Context: an optimization exercise on an open-source flow, tuned for a short achievable clock period and few clock cycles per item. The choices shown serve that exercise and are no tape-out recipe. At most, simulation tests tie the RTL to the original design; equivalence was not proved. No functional check of the RTL was part of runs 1 and 4. The flow treats the clock pin as an ideal source. Dropping or thinning the clock tree relies on that and would not hold on a real chip. No activity file was given, so power comes from the tool's default toggle rates.

$ cat flow/run.sh
#!/bin/bash
# Own flow: the standard layout (standard.sh), with one change after clock
# tree synthesis (flow/post_cts_hook.tcl, flow/post_cts.tcl): the leaf buffers
# that ORFS's CTS made (each driving a cluster of flip-flop clock pins) are
# kept, and the levels above them are rebuilt as 12 inverters, each at the
# centre of a group of nearby leaf buffers, driven by 4 inverters that the
# clock port drives. Every register's clock passes through the same three
# levels. Each output port's buffer is then placed beside the flip-flop
# that drives it. Ports are buffered with buf_6 cells (ORFS's buffer_ports picks
# the smallest buffer otherwise, a slow delay cell on some inputs).
set -euo pipefail
W=$(pwd)
export POST_CTS_TCL="$W/flow/post_cts_hook.tcl"
export BUFFER_PORTS_ARGS="-buffer_cell sky130_fd_sc_hd__buf_6"
bash "$W/standard.sh" > "$W/standard.log" 2>&1
$ cat flow/post_cts.tcl

proc pc_center {inst} {
  set b [$inst getBBox]
  return [list [expr {([$b xMin] + [$b xMax]) / 2.0}] [expr {([$b yMin] + [$b yMax]) / 2.0}]]
}

# k-means on points {x y}; returns {assignment centres_x centres_y}
proc pc_kmeans {pts k iters} {
  set n [llength $pts]
  set k [expr {min($k, $n)}]
  # start from k points spread through the list sorted by angle around the centre
  set mx 0.0; set my 0.0
  foreach p $pts { set mx [expr {$mx + [lindex $p 0]}]; set my [expr {$my + [lindex $p 1]}] }
  set mx [expr {$mx / $n}]; set my [expr {$my / $n}]
  set keyed {}
  set i 0
  foreach p $pts {
    lappend keyed [list [expr {atan2([lindex $p 1] - $my, [lindex $p 0] - $mx)}] $i]
    incr i
  }
  set keyed [lsort -real -index 0 $keyed]
  set cx {}; set cy {}
  for {set c 0} {$c < $k} {incr c} {
    set idx [lindex $keyed [expr {int(($c + 0.5) * $n / $k)}] 1]
    lappend cx [expr {($mx + [lindex $pts $idx 0]) / 2.0}]
    lappend cy [expr {($my + [lindex $pts $idx 1]) / 2.0}]
  }
  for {set it 0} {$it < $iters} {incr it} {
    set asg {}
    foreach p $pts {
      lassign $p x y
      set best 0; set bd 1e30
      for {set c 0} {$c < $k} {incr c} {
        set dx [expr {$x - [lindex $cx $c]}]; set dy [expr {$y - [lindex $cy $c]}]
        set d [expr {$dx * $dx + $dy * $dy}]
        if {$d < $bd} { set bd $d; set best $c }
      }
      lappend asg $best
    }
    set sx [lrepeat $k 0.0]; set sy [lrepeat $k 0.0]; set sn [lrepeat $k 0]
    foreach p $pts a $asg {
      lset sx $a [expr {[lindex $sx $a] + [lindex $p 0]}]
      lset sy $a [expr {[lindex $sy $a] + [lindex $p 1]}]
      lset sn $a [expr {[lindex $sn $a] + 1}]
    }
    for {set c 0} {$c < $k} {incr c} {
      if {[lindex $sn $c] > 0} {
        lset cx $c [expr {[lindex $sx $c] / [lindex $sn $c]}]
        lset cy $c [expr {[lindex $sy $c] / [lindex $sn $c]}]
      }
    }
  }
  return [list $asg $cx $cy]
}

# Balance a clustering: reassign points greedily by distance to the centres,
# at most cap points per centre, then move the centres; a few rounds.
proc pc_balance {pts cx cy cap rounds} {
  set k [llength $cx]
  for {set r 0} {$r < $rounds} {incr r} {
    set pairs {}
    set i 0
    foreach p $pts {
      lassign $p x y
      for {set c 0} {$c < $k} {incr c} {
        set dx [expr {$x - [lindex $cx $c]}]; set dy [expr {$y - [lindex $cy $c]}]
        lappend pairs [list [expr {$dx * $dx + $dy * $dy}] $i $c]
      }
      incr i
    }
    set pairs [lsort -real -index 0 $pairs]
    set asg [lrepeat [llength $pts] -1]
    set used [lrepeat $k 0]
    foreach pr $pairs {
      lassign $pr d i c
      if {[lindex $asg $i] >= 0 || [lindex $used $c] >= $cap} continue
      lset asg $i $c
      lset used $c [expr {[lindex $used $c] + 1}]
    }
    set sx [lrepeat $k 0.0]; set sy [lrepeat $k 0.0]; set sn [lrepeat $k 0]
    foreach p $pts a $asg {
      lset sx $a [expr {[lindex $sx $a] + [lindex $p 0]}]
      lset sy $a [expr {[lindex $sy $a] + [lindex $p 1]}]
      lset sn $a [expr {[lindex $sn $a] + 1}]
    }
    for {set c 0} {$c < $k} {incr c} {
      if {[lindex $sn $c] > 0} {
        lset cx $c [expr {[lindex $sx $c] / [lindex $sn $c]}]
        lset cy $c [expr {[lindex $sy $c] / [lindex $sn $c]}]
      }
    }
  }
  return [list $asg $cx $cy]
}

proc pc_out_net {inst} {
  foreach it [$inst getITerms] {
    if {[$it getIoType] eq "OUTPUT" && [$it getNet] ne "NULL"} { return [$it getNet] }
  }
  return ""
}

proc pc_in_term {inst} {
  foreach it [$inst getITerms] {
    if {[$it getIoType] eq "INPUT" && [[$it getMTerm] getSigType] ni {POWER GROUND}} { return $it }
  }
  error "no input on [$inst getName]"
}

proc my_rebuild_clock_top {leafcell levels} {
  set db [ord::get_db]
  set block [ord::get_db_block]
  set rnet [[$block findBTerm clk] getNet]
  # Walk the tree from the port
  set cells {}
  set todo [list $rnet]
  while {[llength $todo]} {
    set net [lindex $todo 0]; set todo [lrange $todo 1 end]
    foreach it [$net getITerms] {
      if {[$it getIoType] ne "INPUT"} continue
      set inst [$it getInst]
      if {[[$inst getMaster] isSequential]} continue
      lappend cells $inst
      set o [pc_out_net $inst]
      if {$o ne ""} { lappend todo $o }
    }
  }
  set leaves {}
  set others {}
  foreach inst $cells {
    set o [pc_out_net $inst]
    set isleaf 0
    if {$o ne ""} {
      foreach it [$o getITerms] {
        if {[$it getIoType] eq "INPUT" && [[[$it getInst] getMaster] isSequential]} { set isleaf 1; break }
      }
    }
    if {$isleaf} { lappend leaves $inst } else { lappend others $inst }
  }
  # A leaf whose net also feeds other tree cells would lose them: keep the tree then
  foreach inst $leaves {
    foreach it [[pc_out_net $inst] getITerms] {
      if {[$it getIoType] eq "INPUT" && ![[[$it getInst] getMaster] isSequential]} {
        if {[lsearch -exact $others [$it getInst]] >= 0 && [pc_out_net [$it getInst]] ne ""} {
          puts "post_cts: leaf [$inst getName] also drives tree cells, tree kept"
          return 0
        }
      }
    }
  }
  puts "post_cts: [llength $leaves] leaf buffers kept, [llength $others] upper tree cells removed"
  foreach inst $leaves { [pc_in_term $inst] disconnect }
  set dead {}
  foreach inst $others {
    set o [pc_out_net $inst]
    if {$o ne ""} { lappend dead $o }
    odb::dbInst_destroy $inst
  }
  foreach net $dead { odb::dbNet_destroy $net }
  if {$leafcell ne ""} {
    set lm [$db findMaster $leafcell]
    set new {}
    foreach inst $leaves { lappend new [pc_replace_cell $inst $lm] }
    set leaves $new
  }
  # Build the levels above the leaves, bottom up; the last level is driven by the port
  set nodes $leaves
  set lv 0
  foreach level $levels {
    lassign $level n cell
    set pts {}
    foreach inst $nodes { lappend pts [pc_center $inst] }
    lassign [pc_kmeans $pts $n 30] asg gx gy
    set cap [expr {int(ceil(double([llength $pts]) / [llength $gx]))}]
    lassign [pc_balance $pts $gx $gy $cap 5] asg gx gy
    set m [$db findMaster $cell]
    set nets {}
    set made {}
    set sizes {}
    for {set g 0} {$g < [llength $gx]} {incr g} {
      set inst [odb::dbInst_create $block $m "clkbuf_top${lv}_$g"]
      set net [odb::dbNet_create $block "clknet_top${lv}_$g"]
      $net setSigType CLOCK
      set w [$m getWidth]; set h [$m getHeight]
      $inst setLocation [expr {int([lindex $gx $g] - $w / 2)}] [expr {int([lindex $gy $g] - $h / 2)}]
      $inst setPlacementStatus PLACED
      foreach it [$inst getITerms] {
        if {[[$it getMTerm] getSigType] in {POWER GROUND}} continue
        if {[$it getIoType] eq "OUTPUT"} { $it connect $net }
      }
      lappend nets $net
      lappend made $inst
      lappend sizes 0
    }
    foreach inst $nodes a $asg {
      [pc_in_term $inst] connect [lindex $nets $a]
      lset sizes $a [expr {[lindex $sizes $a] + 1}]
    }
    puts "post_cts: level $lv: [llength $made] x $cell, fanout $sizes"
    set nodes $made
    incr lv
  }
  foreach inst $nodes { [pc_in_term $inst] connect $rnet }
  puts "post_cts: port drives [llength $nodes] cells"
  return 1
}

# Replace a one-input, one-output cell by another of a different master
proc pc_replace_cell {inst master} {
  set block [ord::get_db_block]
  set name [$inst getName]
  set loc [$inst getLocation]
  set in [[pc_in_term $inst] getNet]
  set out [pc_out_net $inst]
  odb::dbInst_destroy $inst
  set new [odb::dbInst_create $block $master "${name}_r"]
  $new setLocation {*}$loc
  $new setPlacementStatus PLACED
  foreach it [$new getITerms] {
    if {[[$it getMTerm] getSigType] in {POWER GROUND}} continue
    if {[$it getIoType] eq "OUTPUT"} { $it connect $out }
    if {[$it getIoType] eq "INPUT" && $in ne "NULL"} { $it connect $in }
  }
  return $new
}

# Place each output port's buffer beside the flip-flop that drives it, so the
# flip-flop sees a short wire and the buffer drives the wire to the pin.
proc my_pull_output_buffers {} {
  set block [ord::get_db_block]
  set moved 0
  foreach bt [$block getBTerms] {
    if {[$bt getIoType] ne "OUTPUT"} continue
    set net [$bt getNet]
    if {$net eq "NULL"} continue
    set buf ""
    foreach it [$net getITerms] {
      if {[$it getIoType] eq "OUTPUT"} { set buf [$it getInst] }
    }
    if {$buf eq ""} continue
    set in [[pc_in_term $buf] getNet]
    if {$in eq "NULL"} continue
    set ff ""
    foreach it [$in getITerms] {
      if {[$it getIoType] eq "OUTPUT"} { set ff [$it getInst] }
    }
    if {$ff eq "" || ![[$ff getMaster] isSequential]} continue
    set fb [$ff getBBox]
    $buf setLocation [$fb xMax] [$fb yMin]
    $buf setPlacementStatus PLACED
    incr moved
  }
  puts "post_cts: moved $moved output buffers beside their flip-flops"
}
$ cat flow/post_cts_hook.tcl
# Runs at the end of ORFS's cts.tcl (POST_CTS_TCL).
source [file join [file dirname $::env(POST_CTS_TCL)] post_cts.tcl]
# Leaf buffers as CTS made them; above them 12 inverters, then 4 inverters
# driven by the clock port (two inversions: the registers see the port's edge).
if {[my_rebuild_clock_top "" {{12 sky130_fd_sc_hd__clkinv_16} {4 sky130_fd_sc_hd__clkinv_16}}]} {
  my_pull_output_buffers
  detailed_placement
  estimate_parasitics -placement
  repair_timing_helper
  detailed_placement
  check_placement -verbose
  estimate_parasitics -placement
  report_clock_latency
  report_worst_slack
}
$ cat standard.sh
#!/bin/bash
# synth_recipe.tcl (not shown) runs the flow's synth.tcl, then flattens the netlist and writes it again
# the make line also repeats each setting of config.mk as NAME=value (left out here)
make -C /OpenROAD-flow-scripts/flow DESIGN_CONFIG=/design/flow/config.mk WORK_HOME=/design/flow/orfs CLKGATE_MAP_FILE= SYNTH_SCRIPT=/design/flow/synth_recipe.tcl "${@:-finish}"
$ cat config.mk
export PLATFORM = sky130hd
export DESIGN_NAME = mem_responder
export DESIGN_NICKNAME = mem_responder
export VERILOG_FILES = /design/flow/design.v
export SDC_FILE = /design/flow/constraint.sdc
export NUM_CORES = 4
export LEC_CHECK = 0
export CAP_MARGIN = 20
export CORE_MARGIN = 2
export CORE_UTILIZATION = 60
export CTS_CLUSTER_DIAMETER = 100
export CTS_CLUSTER_SIZE = 25
export SETUP_SLACK_MARGIN = 3.2
export SLEW_MARGIN = 20
export TNS_END_PERCENT = 100
$ cat constraint.sdc
create_clock -name core_clock -period 5.0 [get_ports {clk}]
set_input_delay 1.0000 -clock core_clock [delete_from_list [all_inputs] [get_ports {clk}]]
set_output_delay 1.0000 -clock core_clock [all_outputs]
set_load 0.01 [all_outputs]
$ cat design.v
module mem_responder #(
    parameter int ADDR_BITS = 8,
    parameter int LATENCY   = 2
) (
    input  logic        clk,
    input  logic        reset,
    input  logic        req_valid,
    output logic        req_ready,
    input  logic        req_wr,
    input  logic [31:0] req_addr,
    input  logic [31:0] req_wdata,
    input  logic [3:0]  req_be,
    output logic        resp_valid,
    input  logic        resp_ready,
    output logic [31:0] resp_rdata,
    output logic        resp_err
);
    localparam int WORDS  = 64;
    localparam int QDEPTH = 4;      
    localparam int QW     = 2;        
    logic [31:0] mem_q [WORDS];
    logic        ready_q;
    logic        acc;
    assign acc = req_valid && ready_q;
    logic        take_req;
    assign take_req = acc && !reset;
    logic        be_ok;
    logic        err;
    always_comb begin
        case (req_be)
            4'b0001, 4'b0010, 4'b0100, 4'b1000,
            4'b0011, 4'b1100, 4'b1111: be_ok = 1'b1;
            default:                   be_ok = 1'b0;
        endcase
        err = (req_addr[31:8] != 24'd0) || !be_ok;
    end
    logic        v1;
    logic        err1;
    logic        wen1;            
    logic [31:0] d1;
    logic        we1 [WORDS];     
    logic [3:0]  be1;             
    logic        rsel1 [WORDS];   
    logic [7:0] pre_lo, pre_wr, pre_rd;
    always_comb begin
        for (int i = 0; i < 8; i++) begin
            pre_lo[i] = (req_addr[4:2] == 3'(i));
            pre_wr[i] = req_wr && (req_addr[7:5] == 3'(i));
            pre_rd[i] = !req_wr && (req_addr[7:5] == 3'(i));
        end
    end
    always_ff @(posedge clk) begin
        v1   <= take_req;
        err1 <= err;
        wen1 <= take_req && req_wr && !err;
        d1   <= req_wdata;
        be1  <= req_be;
        for (int w = 0; w < WORDS; w++) begin
            we1[w]   <= pre_wr[w/8] && pre_lo[w%8];
            rsel1[w] <= pre_rd[w/8] && pre_lo[w%8];
        end
    end
    always_ff @(posedge clk) begin
        for (int w = 0; w < WORDS; w++)
            for (int b = 0; b < 4; b++)
                if (wen1 && we1[w] && be1[b]) mem_q[w][8*b +: 8] <= d1[8*b +: 8];
    end
    logic        v2;
    logic        err2;
    logic [31:0] rda2 [8];
    always_ff @(posedge clk) begin
        v2   <= v1 && !reset;
        err2 <= err1;
        for (int g = 0; g < 8; g++) begin
            logic [31:0] acc_g;
            acc_g = 32'd0;
            for (int k = 0; k < 8; k++)
                acc_g = acc_g | (mem_q[8*g+k] & {32{rsel1[8*g+k]}});
            rda2[g] <= acc_g;
        end
    end
    logic [31:0] rd;
    always_comb begin
        rd = 32'd0;
        for (int g = 0; g < 8; g++) rd = rd | rda2[g];
        if (err2) rd = 32'd0;
    end
    logic          ov;
    logic [32:0]   od;
    logic [32:0]   fifo [QDEPTH];
    logic [QW-1:0] wp, rp, rp1;
    logic [QW:0]   qn;            
    logic [QW:0]   cnt;           
    logic        take;
    logic [32:0] inc;
    logic [32:0] head_keep, head_next;
    logic        ov_keep, ov_next;
    logic [QW:0] cnt_d;
    assign take = ov && resp_ready;
    assign inc  = {err2, rd};
    assign rp1  = rp + 1'b1;
    assign ov_keep   = (qn != '0) || v2;
    assign head_keep = (qn != '0) ? fifo[rp] : inc;
    assign ov_next   = (qn > (QW+1)'(1)) || v2;
    assign head_next = (qn > (QW+1)'(1)) ? fifo[rp1] : inc;
    always_comb begin
        cnt_d = cnt;
        if (acc && !take)      cnt_d = cnt + 1'b1;
        else if (!acc && take) cnt_d = cnt - 1'b1;
    end
    always_ff @(posedge clk) begin
        if (v2) fifo[wp] <= inc;
        od <= take ? head_next : head_keep;
    end
    always_ff @(posedge clk) begin
        if (reset) begin
            ov      <= 1'b0;
            wp      <= '0;
            rp      <= '0;
            qn      <= '0;
            cnt     <= '0;
            ready_q <= 1'b1;
        end else begin
            ov <= take ? ov_next : ov_keep;
            if (v2)   wp <= wp + 1'b1;
            if (take) rp <= rp1;
            if (v2 && !take)      qn <= qn + 1'b1;
            else if (take && !v2) qn <= qn - 1'b1;
            cnt     <= cnt_d;
            ready_q <= (cnt_d < (QW+1)'(QDEPTH));
        end
    end
    assign req_ready  = ready_q;
    assign resp_valid = ov;
    assign resp_rdata = od[31:0];
    assign resp_err   = od[32];
endmodule
==> impl_table.tex, run 1 <==
\begin{tabular}{lr}
\hline
Metric & Value \\
\hline
\multicolumn{2}{l}{\textbf{Setup path}} \\
\quad Worst EP required & 5.32 ns \\
\quad Data arrival time of the worst path & 2.21 ns \\
\quad CP peak stage delay & 0.37 ns \\
\quad Highest-delay cell along the critical path & sky130\_fd\_sc\_hd\_\_or3\_4 \\
\quad Max Fanout on Critical Path & 5 \\
\quad Capturing element type of the critical path & flip-flop \\
\quad Most common cell on crit path & sky130\_fd\_sc\_hd\_\_buf\_8 \\
\quad Start-to-end type of the worst setup path & in2reg \\
\quad Family with the most delay on the worst path & simple AND/OR/NAND/NOR gates \\
\quad Count of buffering cells on the critical path with inverters included & 3 \\
\quad Worst Setup Start Kind & primary input \\
\quad Cell-by-cell trace of the critical path & buf\_8 > nand2\_8 > inv\_16 > buf\_8 > ha\_4 > and3b\_1 > or3\_4 > and3\_4 \\
\multicolumn{2}{l}{\textbf{Timing}} \\
\quad RSZ-0062 raised after global routing & true \\
\quad Worst Max-Slew Pin Slew & 1.10 ns \\
\quad Setup Skew & 0.0758 ns \\
\quad Normalized max-slew margin & 26.8\% \\
\quad Fin. Hold Viols & 0 \\
\quad Highest Clock Rate & 529 MHz \\
\quad Final critical-path required period & 1.89 ns \\
\quad Final setup vio count & 0 \\
\quad Final critical-path share of the clock period & 37.8\% \\
\quad Final setup TNS & 0 ns \\
\quad Slew Limit Fails & 0 \\
\multicolumn{2}{l}{\textbf{Cells and area}} \\
\quad Synth-to-Final Area Change & 8.74\% \\
\quad Register cell area after layout & 75,100 um\^{}2 \\
\quad Count of filler cells inserted in the layout & 10,200 \\
\quad Net count, final & 5,108 \\
\quad Area occupied by multi-input gates & 15,600 um\^{}2 \\
\quad Share of post-route cells with drive strength above 1 & 17.0\% \\
\multicolumn{2}{l}{\textbf{GRT}} \\
\quad Pin count of the biggest net entering global routing & 89 \\
\quad Number of global-route vias before repair & 46,200 \\
\quad Antenna violations before repair & 20 \\
\quad Aggregate global routing overflow & 0 \\
\quad First-pass GRT wire length & 354,000 um \\
\quad Total GRT Usage & 33.0\% \\
\multicolumn{2}{l}{\textbf{Floorplan}} \\
\quad Horizontal extent of the die & 393 um \\
\quad Total number of placement rows & 142 \\
\quad Core ar. & 150,000 um\^{}2 \\
\quad Height of the die & 393 um \\
\quad Initial core utilization & 60.5\% \\
\quad Total die area & 155,000 um\^{}2 \\
\quad I/O pin total & 108 \\
\multicolumn{2}{l}{\textbf{Yosys}} \\
\quad Share of flip-flops with an asynchronous set or reset & 0\% \\
\quad Part of the Yosys area used for sequential elements & 82.4\% \\
\quad Fraction of post-synthesis cell area in the top cell type by area & 72.0\% \\
\quad Syn\_nets & 5,041 \\
\quad Number of enable flip-flop cells after synthesis & 2,180 \\
\quad Count of unique library cells instantiated by Yosys & 43 \\
\quad Number of cells produced by synthesis & 4,955 \\
\quad Synth area leaders & sky130\_fd\_sc\_hd\_\_edfxtp\_1 (72\%), sky130\_fd\_sc\_hd\_\_dfxtp\_1 (10\%), sky130\_fd\_sc\_hd\_\_a22oi\_1 (8.5\%) \\
\quad Most used DFF post-synth & sky130\_fd\_sc\_hd\_\_edfxtp\_1 \\
\quad Post-synth design cell area & 90,900 um\^{}2 \\
\quad Mean instance size in the synthesized netlist & 18.3 um\^{}2 \\
\quad Count of state elements after synthesis & 2,652 \\
\quad Cell taking the most area after synthesis & sky130\_fd\_sc\_hd\_\_edfxtp\_1 \\
\quad YS warnings & 5 \\
\multicolumn{2}{l}{\textbf{Drt}} \\
\quad Post-detailed-route wirelength per cell & 36.1 um \\
\quad Total vias in the final route & 48,700 \\
\quad Average vias per placed instance & 6.92 \\
\quad Number of routed nets with antenna violations & 0 \\
\quad First-pass detailed-route iteration total & 5 \\
\quad DRC violation count after routing & 0 \\
\quad DRC marker count from the first detailed-route iteration & 6,223 \\
\quad Final wirelength & 255,000 um \\
\multicolumn{2}{l}{\textbf{Job}} \\
\quad Maxcap violations & 0 \\
\multicolumn{2}{l}{\textbf{Clock tree}} \\
\quad Sink Count & 2,652 \\
\quad Clock slew at reported path FFs & 0.10 ns \\
\quad Clk\_lat worst skew & 0.44 ns \\
\multicolumn{2}{l}{\textbf{Power}} \\
\quad IR Drop Worst-Case VDD & 0.000343 V \\
\quad Total power consumption of the routed design & 36,900 uW \\
\quad Power per standard cell area & 374 nW/um\^{}2 \\
\quad Leak pwr & 0.0310 uW \\
\multicolumn{2}{l}{\textbf{Placement}} \\
\quad DPL Wire Length & 148,000 um \\
\quad Number of buffer cells added on primary ports & 105 \\
\quad Final GP Congestion & 0.842 \\
\multicolumn{2}{l}{\textbf{Worst hold path}} \\
\quad Hold crit path type & reg2reg \\
\multicolumn{2}{l}{\textbf{Run status}} \\
\quad Status & complete, no violations \\
\hline
\end{tabular}
registers in the layout, summed over array words and instances (netlist names), 4 cells and up, named ones only:
signal,flops
rsel1,64
mem_q,2048
d1,32
be1,4
we1,64
od,33
rda2,256
fifo,132
cell type report, clock buffers not listed:
type,instances,area share (%)
inverters,25,0.537
well taps,2016,2.55
repair buffers,235,2.44
repair inverters,1,0.00886
diodes,9,0.0228
flip-flops and latches,2652,76.0
multi-input cells,2000,15.7
cell usage after synthesis, drive strengths merged, types with 2 or more instances:
| cell | count |
|---|---|
| edfxtp | 2180 |
| a22oi | 1024 |
| dfxtp | 472 |
| clkbuf | 270 |
| and3 | 263 |
| nand4 | 259 |
| nor2 | 139 |
| nor4 | 71 |
| mux4 | 66 |
| a21oi | 36 |
| or3 | 30 |
| o221a | 27 |
| buf | 23 |
| ha | 13 |
| nand2 | 13 |
| inv | 9 |
| nand3 | 9 |
| and2 | 7 |
| a221o | 6 |
| nor2b | 6 |
| o21ai | 4 |
| a211oi | 3 |
| mux2i | 3 |
| nand3b | 3 |
| xnor2 | 3 |
| and3b | 2 |
| o21a | 2 |
| or3b | 2 |
| xor2 | 2 |
stage by stage:
stage / setup slack [ns] / hold WS, ns / area, um^2 / cells / util, %
floorplan: 2.89 / 0.310 / 91300 / 4955 / -
global route: 3.07 / 0.432 / 98800 / 7036 / 65.8
finish: 3.11 / 0.422 / 98800 / 7045 / 65.8
global placement: 2.39 / 0.415 / 94500 / 6877 / 62.9
detailed placement: 2.40 / 0.408 / 94500 / 6877 / 63.0
layout by cell type, fill, tap and decap left out, types with 6 or more instances in the layout:
master                      instances
sky130_fd_sc_hd__edfxtp_1        2180
sky130_fd_sc_hd__a22oi_1         1024
sky130_fd_sc_hd__dfxtp_1          348
sky130_fd_sc_hd__nand4_1          259
sky130_fd_sc_hd__and3_2           235
sky130_fd_sc_hd__nor2_1           138
sky130_fd_sc_hd__dfxtp_2          111
sky130_fd_sc_hd__buf_6            111
sky130_fd_sc_hd__clkbuf_16        107
sky130_fd_sc_hd__buf_4            107
sky130_fd_sc_hd__mux4_2            63
sky130_fd_sc_hd__nor4_1            58
sky130_fd_sc_hd__a21oi_1           32
sky130_fd_sc_hd__or3_1             29
sky130_fd_sc_hd__o221a_4           25
sky130_fd_sc_hd__and3_1            24
sky130_fd_sc_hd__clkinv_16         16
sky130_fd_sc_hd__dfxtp_4           13
sky130_fd_sc_hd__nand2_1           11
sky130_fd_sc_hd__ha_1              10
sky130_fd_sc_hd__diode_2            9
sky130_fd_sc_hd__nor4_4             8
sky130_fd_sc_hd__inv_1              7
sky130_fd_sc_hd__buf_12             7
sky130_fd_sc_hd__a221o_1            6
sky130_fd_sc_hd__nand3_1            6
power breakdown:
group | internal (uW) | switching (uW) | total (uW)
clock | 4110 | 6610 | 10700
sequential | 24000 | 183 | 24200
combinational | 901 | 1080 | 1980
total | 29100 | 7880 | 36900
worst paths after layout:
check | startpoint | end | slack (ns) | cells after the start
worst min-delay path | mem_q[59][6] | rda2[7][6] | 0.42 | 2
worst min register to register | mem_q[59][6] | rda2[7][6] | 0.42 | 2
worst max register to register | qn[1] | od[6] | 3.17 | 7
worst max-delay path | resp_ready | cnt[2] | 3.11 | 8
kinds of logic (layout without fill, tap and decap cells):
group | count (synthesis) | in the layout | synth area share (%)
compound gates | 1105 | 1105 | 9.15
xor+xnor | 5 | 5 | 0.0482
fa+ha+maj | 13 | 13 | 0.179
buf+inv | 303 | 368 | 1.37
flops | 2652 | 2652 | 82.4
mux | 69 | 69 | 1.68
other cells | 0 | 9 | 0
simple gates | 808 | 808 | 5.16
tightest hold or removal path: cells and delay by family (launching register included):
family / cells / cell delay, ns
simple gates: 1 / 0.08
flops: 1 / 0.31
compound gates: 1 / 0.06
layer usage:
layer  wire length, um  vias to the layer above  GRT usage, %
met3             24100                      424          5.66
met5                46                        -             0
met2            120000                     2528          52.0
met4             11600                        6          12.4
li1                  -                    20400             -
met1             98500                    25400          47.0
==> inputs of run 2 (changes only) <==
--- a/design.v
+++ b/design.v
@@ -105,6 +105,17 @@
     assign head_next = (qn > (QW+1)'(1)) ? fifo[rp1] : inc;
+    logic [QW:0] cnt_up, cnt_dn;
+    logic        rdy_same, rdy_up, rdy_dn, rdy_d;
+    assign cnt_up   = cnt + 1'b1;
+    assign cnt_dn   = cnt - 1'b1;
+    assign rdy_same = (cnt < (QW+1)'(QDEPTH));
+    assign rdy_up   = (cnt_up < (QW+1)'(QDEPTH));
+    assign rdy_dn   = (cnt_dn < (QW+1)'(QDEPTH));
     always_comb begin
-        cnt_d = cnt;
-        if (acc && !take)      cnt_d = cnt + 1'b1;
-        else if (!acc && take) cnt_d = cnt - 1'b1;
+        if (acc) begin
+            cnt_d = take ? cnt : cnt_up;
+            rdy_d = take ? rdy_same : rdy_up;
+        end else begin
+            cnt_d = take ? cnt_dn : cnt;
+            rdy_d = take ? rdy_dn : rdy_same;
+        end
     end
@@ -112,3 +123,3 @@
         if (v2) fifo[wp] <= inc;
-        od <= take ? head_next : head_keep;
+        od <= resp_ready ? head_next : head_keep;
     end
@@ -123,3 +134,3 @@
         end else begin
-            ov <= take ? ov_next : ov_keep;
+            ov <= resp_ready ? ov_next : ov_keep;
             if (v2)   wp <= wp + 1'b1;
@@ -129,3 +140,3 @@
             cnt     <= cnt_d;
-            ready_q <= (cnt_d < (QW+1)'(QDEPTH));
+            ready_q <= rdy_d;
         end
==> impl_table.tex, run 2 <==
\begin{tabular}{lr}
\hline
Metric & Value \\
\hline
\multicolumn{2}{l}{\textbf{Timing}} \\
\quad Worst Max-Slew Pin Slew & 1.02 ns \\
\quad Final critical-path required period & 1.88 ns \\
\quad Final setup vio count & 0 \\
\quad Slew Limit Fails & 0 \\
\quad Final setup TNS & 0 ns \\
\quad Highest Clock Rate & 533 MHz \\
\quad Final critical-path share of the clock period & 37.5\% \\
\quad Minimum hold slack & 0.336 ns \\
\quad Setup Skew & 0.0719 ns \\
\quad Fin. Hold Viols & 0 \\
\quad RSZ-0062 raised after global routing & true \\
\quad Normalized max-slew margin & 32.1\% \\
\multicolumn{2}{l}{\textbf{GRT}} \\
\quad First-pass GRT wire length & 349,000 um \\
\quad Antenna violations before repair & 17 \\
\quad Global-route track usage on met2 & 48.4\% \\
\quad Busiest layer in global routing & met1 \\
\quad Aggregate global routing overflow & 0 \\
\quad Pin count of the biggest net entering global routing & 97 \\
\quad Total GRT Usage & 32.7\% \\
\quad Met1 Track Usage GR & 50.3\% \\
\quad Number of global-route vias before repair & 45,100 \\
\quad GRT met3 Usage & 6.45\% \\
\multicolumn{2}{l}{\textbf{Power}} \\
\quad Power per standard cell area & 372 nW/um\^{}2 \\
\quad Combinational share of power & 4.4\% \\
\quad Total power consumption of the routed design & 36,600 uW \\
\quad IR Drop Worst-Case VDD & 0.000342 V \\
\quad Relative contribution of sequential cells to total power & 66.3\% \\
\quad Leak pwr & 0.0307 uW \\
\quad Clock network fraction of design power & 29.2\% \\
\quad Switching power as a share of total power & 21.3\% \\
\quad Internal Power & 28,800 uW \\
\quad Switching component of the power & 7790 uW \\
\multicolumn{2}{l}{\textbf{Placement}} \\
\quad DPL Wire Length & 149,000 um \\
\quad Number of buffer cells added on primary ports & 105 \\
\quad Final GP Congestion & 0.841 \\
\multicolumn{2}{l}{\textbf{Job}} \\
\quad Maxcap violations & 0 \\
\multicolumn{2}{l}{\textbf{Yosys}} \\
\quad Leading cell type by number of instances after synthesis & sky130\_fd\_sc\_hd\_\_edfxtp\_1 \\
\quad Fraction of post-synthesis cell area in the top cell type by area & 72.1\% \\
\quad Number of cells produced by synthesis & 4,978 \\
\quad Synth area leaders & sky130\_fd\_sc\_hd\_\_edfxtp\_1 (72\%), sky130\_fd\_sc\_hd\_\_dfxtp\_1 (10\%), sky130\_fd\_sc\_hd\_\_a22oi\_1 (8.5\%) \\
\quad Count of state elements after synthesis & 2,652 \\
\quad YS warnings & 5 \\
\quad Post-synth design cell area & 90,800 um\^{}2 \\
\quad Count of unique library cells instantiated by Yosys & 41 \\
\quad Most numerous cell types in the synthesized netlist & sky130\_fd\_sc\_hd\_\_edfxtp\_1 (2,180), sky130\_fd\_sc\_hd\_\_a22oi\_1 (1,024), sky130\_fd\_sc\_hd\_\_dfxtp\_1 (472), sky130\_fd\_sc\_hd\_\_clkbuf\_1 (266), sky130\_fd\_sc\_hd\_\_nand4\_1 (259) \\
\quad Mean instance size in the synthesized netlist & 18.2 um\^{}2 \\
\quad Syn\_nets & 5,062 \\
\quad Part of the Yosys area used for sequential elements & 82.5\% \\
\quad Number of enable flip-flop cells after synthesis & 2,180 \\
\quad Cell taking the most area after synthesis & sky130\_fd\_sc\_hd\_\_edfxtp\_1 \\
\quad Most used DFF post-synth & sky130\_fd\_sc\_hd\_\_edfxtp\_1 \\
\quad Share of flip-flops with an asynchronous set or reset & 0\% \\
\multicolumn{2}{l}{\textbf{Cells and area}} \\
\quad Synth-to-Final Area Change & 8.45\% \\
\quad Share of post-route cells with drive strength above 1 & 15.7\% \\
\quad Net count, final & 5,085 \\
\quad Util after Layout & 65.6\% \\
\quad Reg with most FFs & mem\_q \\
\quad Regs by FF count & mem\_q (2048), rda2 (256), fifo (132) \\
\quad Most common library cell in the layout ignoring fill and taps & sky130\_fd\_sc\_hd\_\_edfxtp\_1 \\
\quad Max FFs per register & 2,048 \\
\quad Most frequent cells in the layout & sky130\_fd\_sc\_hd\_\_edfxtp\_1 (2,180), sky130\_fd\_sc\_hd\_\_a22oi\_1 (1,024), sky130\_fd\_sc\_hd\_\_dfxtp\_1 (342) \\
\quad Count of filler cells inserted in the layout & 10,200 \\
\multicolumn{2}{l}{\textbf{Drt}} \\
\quad DRC violation count after routing & 0 \\
\quad DRC marker count from the first detailed-route iteration & 6,425 \\
\quad Final wirelength & 252,000 um \\
\quad Total vias in the final route & 48,300 \\
\quad First-pass detailed-route iteration total & 5 \\
\quad Average vias per placed instance & 6.87 \\
\quad Post-detailed-route wirelength per cell & 35.9 um \\
\quad Number of routed nets with antenna violations & 0 \\
\multicolumn{2}{l}{\textbf{Setup path}} \\
\quad Start point of the critical path & ov \\
\quad Family with the most delay on the worst path & flip-flops \\
\quad Launch instance of the worst register-to-register path & rda2[4][6] \\
\quad CP peak stage delay & 0.35 ns \\
\quad Capturing element type of the critical path & primary output \\
\quad Minimum setup slack among reg-to-reg paths & 3.19 ns \\
\quad Data arrival time of the worst path & 0.88 ns \\
\quad Max Fanout on Critical Path & 2 \\
\quad R2R Path End & fifo[1][6] \\
\quad Cell-by-cell trace of the critical path & buf\_6 \\
\quad Path depth of the worst reg2reg path & 2 \\
\quad Worst Setup Start Kind & flip-flop \\
\quad Highest-delay cell along the critical path & sky130\_fd\_sc\_hd\_\_dfxtp\_4 \\
\quad Start-to-end type of the worst setup path & reg2out \\
\quad Worst EP required & 4.00 ns \\
\quad Count of buffering cells on the critical path with inverters included & 1 \\
\multicolumn{2}{l}{\textbf{Clock tree}} \\
\quad Sink Count & 2,652 \\
\quad Clock slew at reported path FFs & 0.10 ns \\
\quad Clk\_lat worst skew & 0.42 ns \\
\multicolumn{2}{l}{\textbf{Floorplan}} \\
\quad Horizontal extent of the die & 393 um \\
\quad Core ar. & 150,000 um\^{}2 \\
\quad Total die area & 154,000 um\^{}2 \\
\quad Height of the die & 393 um \\
\quad Initial core utilization & 60.5\% \\
\quad Total number of placement rows & 142 \\
\quad I/O pin total & 108 \\
\multicolumn{2}{l}{\textbf{Worst hold path}} \\
\quad Hold crit path type & reg2reg \\
\quad Capture endpoint of the worst hold path & err2 \\
\quad Worst hold start & err1 \\
\quad Hold Path Stages & 0 \\
\multicolumn{2}{l}{\textbf{Run status}} \\
\quad Status & complete, no violations \\
\hline
\end{tabular}
-- run 2: how the worst max path moves through the flow --
stage	endpoint	slack, ns	cells after the start
floorplan	qn[2]	3.04	5
global placement	we1[38]	2.42	4
detailed placement	we1[34]	2.40	4
global route	resp_valid	3.09	1
finish	resp_valid	3.12	1
-- run 2: power groups by stage --
stage                     Combinational, uW  Clock (uW)  Sequential [uW]
after global routing                   1720       11500            24300
after global placement                 1490           0            24800
after detailed placement               1510           0            24800
final                                  1610       10700            24300
after floorplan                         618           0            24800
-- run 2: worst register-to-register path: cells and delay by family, from the launching register on --
family | cells | cell delay, ns
AO/OA/AOI/OAI | 1 | 0.33
AND/OR/NAND/NOR | 1 | 0.73
flip-flops | 1 | 0.40
-- run 2: logic make-up after synthesis --
kind of cell | share of synthesized area (%)
AO/OA/AOI/OAI | 9.01
XOR/XNOR | 0.0772
multiplexers | 1.71
flip-flops | 82.5
buffers and inverters | 1.39
adder cells (fa/ha/maj) | 0.152
AND/OR/NAND/NOR | 5.16
-- run 2: final cells by class, clock buffers not listed --
cell class | count | area [um^2] | area share, %
inverters | 23 | 507 | 0.515
well taps | 2016 | 2520 | 2.56
multi-input cells | 2026 | 15700 | 15.9
repair buffers | 191 | 1970 | 2.00
diodes | 10 | 25.0 | 0.0254
flip-flops and latches | 2652 | 75100 | 76.3
-- run 2: stage by stage --
stage / cells / instance area (um^2) / setup slack, ns
2_1_floorplan: 4978 / 91000 / 3.04
3_3_place_gp: 6879 / 94100 / 2.42
3_5_place_dp: 6879 / 94100 / 2.40
5_1_grt: 7015 / 98500 / 3.09
6_report: 7025 / 98500 / 3.12
-- run 2: layer usage --
layer	vias to the layer above	share of wire (%)
li1	20300	-
met1	25100	42
met2	2586	45
met3	257	11
met4	6	2.8
met5	-	0.032
Testbench counts of run 2, summed over its fixed seeds: cycles 4,824, items 4,800.
==> inputs of run 3 (changes only) <==
--- a/flow/run.sh
+++ b/flow/run.sh
@@ -7,4 +7,3 @@
 # clock port drives. Every register's clock passes through the same three
-# levels. Each output port's buffer is then placed beside the flip-flop
-# that drives it. Ports are buffered with buf_6 cells (ORFS's buffer_ports picks
+# levels. Ports are buffered with buf_6 cells (ORFS's buffer_ports picks
 # the smallest buffer otherwise, a slow delay cell on some inputs).
--- a/flow/post_cts_hook.tcl
+++ b/flow/post_cts_hook.tcl
@@ -5,3 +5,2 @@
 if {[my_rebuild_clock_top "" {{12 sky130_fd_sc_hd__clkinv_16} {4 sky130_fd_sc_hd__clkinv_16}}]} {
-  my_pull_output_buffers
   detailed_placement
==> impl_table.tex, run 3 <==
\begin{tabular}{lr}
\hline
Metric & Value \\
\hline
\multicolumn{2}{l}{\textbf{Timing}} \\
\quad Fin. Hold Viols & 0 \\
\quad Final setup TNS & 0 ns \\
\quad Setup slack after layout & 3.12 ns \\
\quad Worst Max-Slew Pin Slew & 1.01 ns \\
\quad Final critical-path share of the clock period & 37.6\% \\
\quad Final critical-path required period & 1.88 ns \\
\quad Slew Limit Fails & 0 \\
\quad Setup Skew & 0.0669 ns \\
\quad RSZ-0062 raised after global routing & true \\
\quad Normalized max-slew margin & 32.6\% \\
\quad Minimum hold slack & 0.337 ns \\
\quad Final setup vio count & 0 \\
\quad Highest Clock Rate & 532 MHz \\
\multicolumn{2}{l}{\textbf{Yosys}} \\
\quad Mean instance size in the synthesized netlist & 18.2 um\^{}2 \\
\quad Post-synth design cell area & 90,800 um\^{}2 \\
\quad Most numerous cell types in the synthesized netlist & sky130\_fd\_sc\_hd\_\_edfxtp\_1 (2,180), sky130\_fd\_sc\_hd\_\_a22oi\_1 (1,024), sky130\_fd\_sc\_hd\_\_dfxtp\_1 (472), sky130\_fd\_sc\_hd\_\_clkbuf\_1 (266), sky130\_fd\_sc\_hd\_\_nand4\_1 (259) \\
\quad Cell taking the most area after synthesis & sky130\_fd\_sc\_hd\_\_edfxtp\_1 \\
\quad Count of state elements after synthesis & 2,652 \\
\quad Simple-gate area share of the yosys netlist & 5.16\% \\
\quad Multiplexer fraction of the synthesized cell area & 1.71\% \\
\quad Area share of fa/ha/maj cells after synthesis & 0.152\% \\
\quad Most used DFF post-synth & sky130\_fd\_sc\_hd\_\_edfxtp\_1 \\
\quad Number of enable flip-flop cells after synthesis & 2,180 \\
\quad YS warnings & 5 \\
\quad Largest family of logic cells by synthesized area & compound AO/OA/AOI/OAI gates \\
\quad Fraction of post-synthesis cell area in the top cell type by area & 72.1\% \\
\quad Compound-gate portion of the synthesized area & 9.01\% \\
\quad Synth area leaders & sky130\_fd\_sc\_hd\_\_edfxtp\_1 (72\%), sky130\_fd\_sc\_hd\_\_dfxtp\_1 (10\%), sky130\_fd\_sc\_hd\_\_a22oi\_1 (8.5\%) \\
\quad Share of flip-flops with an asynchronous set or reset & 0\% \\
\quad Syn\_nets & 5,062 \\
\quad Count of unique library cells instantiated by Yosys & 41 \\
\quad Area share of xor/xnor cells in the synthesized design & 0.0772\% \\
\quad Leading cell type by number of instances after synthesis & sky130\_fd\_sc\_hd\_\_edfxtp\_1 \\
\quad Part of the Yosys area used for sequential elements & 82.5\% \\
\quad Number of cells produced by synthesis & 4,978 \\
\multicolumn{2}{l}{\textbf{GRT}} \\
\quad Number of global-route vias before repair & 45,100 \\
\quad Aggregate global routing overflow & 0 \\
\quad Pin count of the biggest net entering global routing & 97 \\
\quad Antenna violations before repair & 17 \\
\quad First-pass GRT wire length & 349,000 um \\
\quad Total GRT Usage & 32.6\% \\
\multicolumn{2}{l}{\textbf{Clock tree}} \\
\quad Sink Count & 2,652 \\
\quad Clock slew at reported path FFs & 0.10 ns \\
\quad Clk\_lat worst skew & 0.42 ns \\
\multicolumn{2}{l}{\textbf{Drt}} \\
\quad First-pass detailed-route iteration total & 8 \\
\quad Total vias in the final route & 48,300 \\
\quad DRC marker count from the first detailed-route iteration & 6,500 \\
\quad Number of routed nets with antenna violations & 0 \\
\quad Post-detailed-route wirelength per cell & 35.9 um \\
\quad Final wirelength & 252,000 um \\
\quad Average vias per placed instance & 6.88 \\
\quad DRC violation count after routing & 0 \\
\multicolumn{2}{l}{\textbf{Floorplan}} \\
\quad Core ar. & 150,000 um\^{}2 \\
\quad I/O pin total & 108 \\
\quad Initial core utilization & 60.5\% \\
\quad Horizontal extent of the die & 393 um \\
\quad Total die area & 154,000 um\^{}2 \\
\quad Height of the die & 393 um \\
\quad Total number of placement rows & 142 \\
\multicolumn{2}{l}{\textbf{Cells and area}} \\
\quad Net count, final & 5,085 \\
\quad Reg with most FFs & mem\_q \\
\quad Count of filler cells inserted in the layout & 10,200 \\
\quad Max FFs per register & 2,048 \\
\quad Synth-to-Final Area Change & 8.44\% \\
\quad Share of post-route cells with drive strength above 1 & 15.7\% \\
\quad Regs by FF count & mem\_q (2048), rda2 (256), fifo (132) \\
\quad Most common library cell in the layout ignoring fill and taps & sky130\_fd\_sc\_hd\_\_edfxtp\_1 \\
\quad Most frequent cells in the layout & sky130\_fd\_sc\_hd\_\_edfxtp\_1 (2,180), sky130\_fd\_sc\_hd\_\_a22oi\_1 (1,024), sky130\_fd\_sc\_hd\_\_dfxtp\_1 (342) \\
\multicolumn{2}{l}{\textbf{Setup path}} \\
\quad Highest-delay cell along the critical path & sky130\_fd\_sc\_hd\_\_dfxtp\_4 \\
\quad CP peak stage delay & 0.36 ns \\
\quad Worst EP required & 4.00 ns \\
\quad Family with the most delay on the worst path & flip-flops \\
\quad Start-to-end type of the worst setup path & reg2out \\
\quad Capturing element type of the critical path & primary output \\
\quad Cell-by-cell trace of the critical path & buf\_6 \\
\quad Max Fanout on Critical Path & 2 \\
\quad Count of buffering cells on the critical path with inverters included & 1 \\
\quad Worst Setup Start Kind & flip-flop \\
\quad Data arrival time of the worst path & 0.88 ns \\
\multicolumn{2}{l}{\textbf{Placement}} \\
\quad Post-Place Worst Slack & 2.40 ns \\
\quad Final GP Congestion & 0.841 \\
\quad DPL Wire Length & 149,000 um \\
\quad Number of buffer cells added on primary ports & 105 \\
\multicolumn{2}{l}{\textbf{Worst hold path}} \\
\quad Hold crit path type & reg2reg \\
\multicolumn{2}{l}{\textbf{Power}} \\
\quad Power per standard cell area & 371 nW/um\^{}2 \\
\quad IR Drop Worst-Case VDD & 0.000344 V \\
\quad Total power consumption of the routed design & 36,600 uW \\
\quad Leak pwr & 0.0307 uW \\
\multicolumn{2}{l}{\textbf{Job}} \\
\quad Maxcap violations & 0 \\
\multicolumn{2}{l}{\textbf{Run status}} \\
\quad Status & complete, no violations \\
\hline
\end{tabular}
==> run 3: cell counts after synthesis <==
Identical to the previous run, type by type.
==> run 3: final cells by class, clock buffers not listed <==
type,count,area (um^2),area share (%)
flip-flops and latches,2652,75100,76.3
multi-input cells,2026,15700,15.9
well taps,2016,2520,2.56
repair buffers,191,1970,2.01
inverters,23,507,0.515
diodes,7,17.5,0.0178
==> run 3: metal layers <==
metal | GRT usage (%) | part of all wire (%)
met1 | 50.3 | 41
met4 | 8.27 | 2.9
met2 | 48.4 | 45
met3 | 6.45 | 11
met5 | 0 | 0.083
==> run 3: metrics by stage <==
step	utilization (%)	instance area, um^2	instances
2_1_floorplan	-	91000	4978
3_3_place_gp	62.7	94100	6879
3_5_place_dp	62.7	94100	6879
5_1_grt	65.6	98500	7015
6_report	65.6	98500	7022
==> run 3: cell families after synthesis <==
family	after synthesis
flip-flops	2652
AO/OA/AOI/OAI	1104
AND/OR/NAND/NOR	834
buffers and inverters	300
multiplexers	69
adder cells (fa/ha/maj)	11
XOR/XNOR	8
==> run 3: where the power goes <==
| part | internal, uW | switching (uW) |
|---|---|---|
| clock network | 4120 | 6580 |
| registers | 24100 | 237 |
| logic | 628 | 962 |
==> run 3: worst paths after layout <==
kind / from / to / slack, ns / cells after the start
max reg2reg: rda2[4][6] / fifo[1][6] / 3.17 / 2
max: ov / resp_valid / 3.12 / 1
min reg2reg: err1 / err2 / 0.34 / 0
min: err1 / err2 / 0.34 / 0
==> inputs of run 4 (changes only) <==
--- a/design.v
+++ b/design.v
@@ -23,3 +23,4 @@
     logic        acc;
-    assign acc = req_valid && ready_q;
+    logic        rdy_now;
+    assign acc = req_valid && rdy_now;
     logic        take_req;
@@ -98,3 +99,3 @@
     logic [QW:0] cnt_d;
-    assign take = ov && resp_ready;
+    assign take = (qn != '0) && resp_ready;
     assign inc  = {err2, rd};
@@ -110,2 +111,3 @@
     assign rdy_same = (cnt < (QW+1)'(QDEPTH));
+    assign rdy_now  = rdy_same;
     assign rdy_up   = (cnt_up < (QW+1)'(QDEPTH));
==> impl_table.tex, run 4 <==
\begin{tabular}{lr}
\hline
Metric & Value \\
\hline
\multicolumn{2}{l}{\textbf{Yosys}} \\
\quad Part of the Yosys area used for sequential elements & 82.5\% \\
\quad Largest family of logic cells by synthesized area & compound AO/OA/AOI/OAI gates \\
\quad Most numerous cell types in the synthesized netlist & sky130\_fd\_sc\_hd\_\_edfxtp\_1 (2,180), sky130\_fd\_sc\_hd\_\_a22oi\_1 (1,024), sky130\_fd\_sc\_hd\_\_dfxtp\_1 (472), sky130\_fd\_sc\_hd\_\_clkbuf\_1 (271), sky130\_fd\_sc\_hd\_\_nand4\_1 (259) \\
\quad Number of cells produced by synthesis & 4,977 \\
\quad Post-synth design cell area & 90,800 um\^{}2 \\
\quad Share of flip-flops with an asynchronous set or reset & 0\% \\
\quad Mean instance size in the synthesized netlist & 18.2 um\^{}2 \\
\quad Multiplexer fraction of the synthesized cell area & 1.72\% \\
\quad Synth area leaders & sky130\_fd\_sc\_hd\_\_edfxtp\_1 (72\%), sky130\_fd\_sc\_hd\_\_dfxtp\_1 (10\%), sky130\_fd\_sc\_hd\_\_a22oi\_1 (8.5\%) \\
\quad Syn\_nets & 5,061 \\
\quad Number of enable flip-flop cells after synthesis & 2,180 \\
\quad YS warnings & 5 \\
\quad Fraction of post-synthesis cell area in the top cell type by area & 72.1\% \\
\quad Cell taking the most area after synthesis & sky130\_fd\_sc\_hd\_\_edfxtp\_1 \\
\quad Area share of fa/ha/maj cells after synthesis & 0.164\% \\
\quad Count of unique library cells instantiated by Yosys & 42 \\
\quad Count of state elements after synthesis & 2,652 \\
\quad Simple-gate area share of the yosys netlist & 4.96\% \\
\quad Compound-gate portion of the synthesized area & 9.14\% \\
\quad Most used DFF post-synth & sky130\_fd\_sc\_hd\_\_edfxtp\_1 \\
\quad Leading cell type by number of instances after synthesis & sky130\_fd\_sc\_hd\_\_edfxtp\_1 \\
\quad Area share of xor/xnor cells in the synthesized design & 0.0675\% \\
\multicolumn{2}{l}{\textbf{Setup path}} \\
\quad Count of buffering cells on the critical path with inverters included & 1 \\
\quad Capturing element type of the critical path & primary output \\
\quad Worst Setup Start Kind & flip-flop \\
\quad Data arrival time of the worst path & 0.91 ns \\
\quad CP peak stage delay & 0.37 ns \\
\quad Cell-by-cell trace of the critical path & buf\_6 \\
\quad Max Fanout on Critical Path & 1 \\
\quad Start-to-end type of the worst setup path & reg2out \\
\quad Family with the most delay on the worst path & flip-flops \\
\quad Highest-delay cell along the critical path & sky130\_fd\_sc\_hd\_\_dfxtp\_2 \\
\quad Worst EP required & 4.00 ns \\
\multicolumn{2}{l}{\textbf{Timing}} \\
\quad Minimum hold slack & 0.323 ns \\
\quad Final critical-path required period & 1.91 ns \\
\quad Final setup TNS & 0 ns \\
\quad Slew Limit Fails & 0 \\
\quad RSZ-0062 raised after global routing & true \\
\quad Final setup vio count & 0 \\
\quad Highest Clock Rate & 524 MHz \\
\quad Normalized max-slew margin & 33.5\% \\
\quad Final critical-path share of the clock period & 38.2\% \\
\quad Worst Max-Slew Pin Slew & 0.998 ns \\
\quad Setup Skew & 0.0660 ns \\
\quad Fin. Hold Viols & 0 \\
\multicolumn{2}{l}{\textbf{Drt}} \\
\quad Final wirelength & 240,000 um \\
\quad Number of routed nets with antenna violations & 0 \\
\quad First-pass detailed-route iteration total & 5 \\
\quad Post-detailed-route wirelength per cell & 34.1 um \\
\quad DRC marker count from the first detailed-route iteration & 6,343 \\
\quad DRC violation count after routing & 0 \\
\quad Average vias per placed instance & 6.86 \\
\quad Total vias in the final route & 48,300 \\
\multicolumn{2}{l}{\textbf{Cells and area}} \\
\quad Max FFs per register & 2,048 \\
\quad Util after Layout & 65.4\% \\
\quad Synth-to-Final Area Change & 8.10\% \\
\quad Reg with most FFs & mem\_q \\
\quad Most common library cell in the layout ignoring fill and taps & sky130\_fd\_sc\_hd\_\_edfxtp\_1 \\
\quad Most frequent cells in the layout & sky130\_fd\_sc\_hd\_\_edfxtp\_1 (2,180), sky130\_fd\_sc\_hd\_\_a22oi\_1 (1,024), sky130\_fd\_sc\_hd\_\_dfxtp\_1 (352) \\
\quad Net count, final & 5,110 \\
\quad Share of post-route cells with drive strength above 1 & 14.0\% \\
\quad Area of all placed cells without fillers & 98,200 um\^{}2 \\
\quad Regs by FF count & mem\_q (2048), rda2 (256), fifo (132) \\
\multicolumn{2}{l}{\textbf{Clock tree}} \\
\quad Sink Count & 2,652 \\
\quad Clk\_lat worst skew & 0.42 ns \\
\quad Clock slew at reported path FFs & 0.10 ns \\
\multicolumn{2}{l}{\textbf{Floorplan}} \\
\quad Horizontal extent of the die & 393 um \\
\quad Total number of placement rows & 142 \\
\quad Total die area & 154,000 um\^{}2 \\
\quad Initial core utilization & 60.5\% \\
\quad I/O pin total & 108 \\
\quad Core ar. & 150,000 um\^{}2 \\
\quad Height of the die & 393 um \\
\multicolumn{2}{l}{\textbf{Placement}} \\
\quad DPL Wire Length & 141,000 um \\
\quad Final GP Congestion & 0.890 \\
\quad Number of buffer cells added on primary ports & 105 \\
\quad Cell area reported after detailed placement & 94,200 um\^{}2 \\
\multicolumn{2}{l}{\textbf{Run status}} \\
\quad Status & complete, no violations \\
\multicolumn{2}{l}{\textbf{Power}} \\
\quad Power per standard cell area & 380 nW/um\^{}2 \\
\quad Leak pwr & 0.0310 uW \\
\quad IR Drop Worst-Case VDD & 0.000370 V \\
\quad Total power consumption of the routed design & 37,300 uW \\
\multicolumn{2}{l}{\textbf{GRT}} \\
\quad Antenna violations before repair & 12 \\
\quad Total GRT Usage & 31.0\% \\
\quad Number of global-route vias before repair & 44,900 \\
\quad Pin count of the biggest net entering global routing & 129 \\
\quad First-pass GRT wire length & 335,000 um \\
\quad Aggregate global routing overflow & 0 \\
\multicolumn{2}{l}{\textbf{Worst hold path}} \\
\quad Hold crit path type & reg2reg \\
\multicolumn{2}{l}{\textbf{Job}} \\
\quad Maxcap violations & 0 \\
\hline
\end{tabular}
## run 4: cell count changes in the layout (fill, tap and decap cells not counted), sizes merged, moves of 2 or more
cell	delta
inv	+28
buf	+23
a21oi	+27
a211oi	-2
nor2	-57
and2	+6
nand2b	+2
diode	-5
## run 4: metrics by stage
step | setup WS [ns] | instances
2_1_floorplan | 2.96 | 4977
3_3_place_gp | 2.51 | 6895
3_5_place_dp | 2.50 | 6895
5_1_grt | 3.06 | 7040
6_report | 3.09 | 7042
## run 4: cell families after synthesis
family,count (synthesis)
and+or+nand+nor,780
buffers and inverters,329
adders and majority gates,12
muxes,68
DFF,2652
AOI/OAI and AO/OA,1129
xor gates and xnor gates,7
## run 4: path summary, 6_finish.rpt
kind,startpoint,end,slack (ns),depth (start not counted)
worst max register to register,be1[3],mem_q[48][30],3.20,2
worst min register to register,err1,err2,0.32,0
worst max-delay path,od[3],resp_rdata[3],3.09,1
worst min-delay path,err1,err2,0.32,0
## run 4: power by group
group          switching [uW]  internal [uW]  total [uW]
clock                    6550           4110       10700
sequential                215          24100       24300
combinational            1380            994        2370
total                    8140          29200       37300
## run 4: worst reg2reg max path, cell delays in order, from the launching register on
cell                      delay (ns)
sky130_fd_sc_hd__dfxtp_2        0.34
sky130_fd_sc_hd__buf_6          0.45
sky130_fd_sc_hd__and3_1         0.65
## run 4: final cells by class, clock buffers not listed
| type | count | area, um^2 |
|---|---|---|
| fill | 10300 | 52000 |
| antenna | 2 | 5.00 |
| timing repair buffer | 213 | 2110 |
| tap | 2016 | 2520 |
| multi-input combinational | 2001 | 15100 |
| inverter | 51 | 619 |
| sequential | 2652 | 75100 |
## run 4: metal layers
| layer | GRT usage, % | vias to the layer above | wire (um) |
|---|---|---|---|
| met1 | 50.7 | 25300 | 106000 |
| met4 | 7.00 | 2 | 5800 |
| met3 | 5.09 | 230 | 24600 |
| met5 | 0 | - | 31 |
| li1 | - | 20300 | - |
| met2 | 43.9 | 2368 | 104000 |

-- afterwards: timing with drivers on the ports --
The results above use ideal ports. As a check the final layouts listed here were re-extracted and re-timed, cells and wires unchanged.
Step 1: set_driving_cell puts a clkbuf_16 on clk and a buf_2 on each other input, an assumption about the parent block.
Step 2 moves the port delays by t, midway between the first and last clock arrival at a register: inputs arrive t later, outputs are due t later. That takes back most of the time a late clock gives input paths.
Three values: ideal ports, drivers, drivers and shift; two values: the first two.
| run | shift t [ns] | setup slack, ns | clock arrival spread, ns | slew at the worst register clock pin (ns) | cell pins on the clock port's net |
|---|---|---|---|---|---|
| run 1 | 0.722 | 3.110 / 2.797 / 2.660 | 0.095 / 0.098 | 0.10 / 0.10 | 4 |
| run 2 | 0.700 | 3.123 / 2.810 / 2.757 | 0.078 / 0.078 | 0.10 / 0.10 | 4 |
| run 3 | 0.703 | 3.120 / 2.806 / 2.768 | 0.076 / 0.076 | 0.10 / 0.10 | 4 |
| run 4 | 0.699 | 3.090 / 2.784 / 2.693 | 0.078 / 0.077 | 0.10 / 0.10 | 4 |
After both steps setup and hold are still met in every run listed. The setup slack of run 1, which loses most, moves by -0.313 ns with the drivers and by -0.450 ns with both steps.
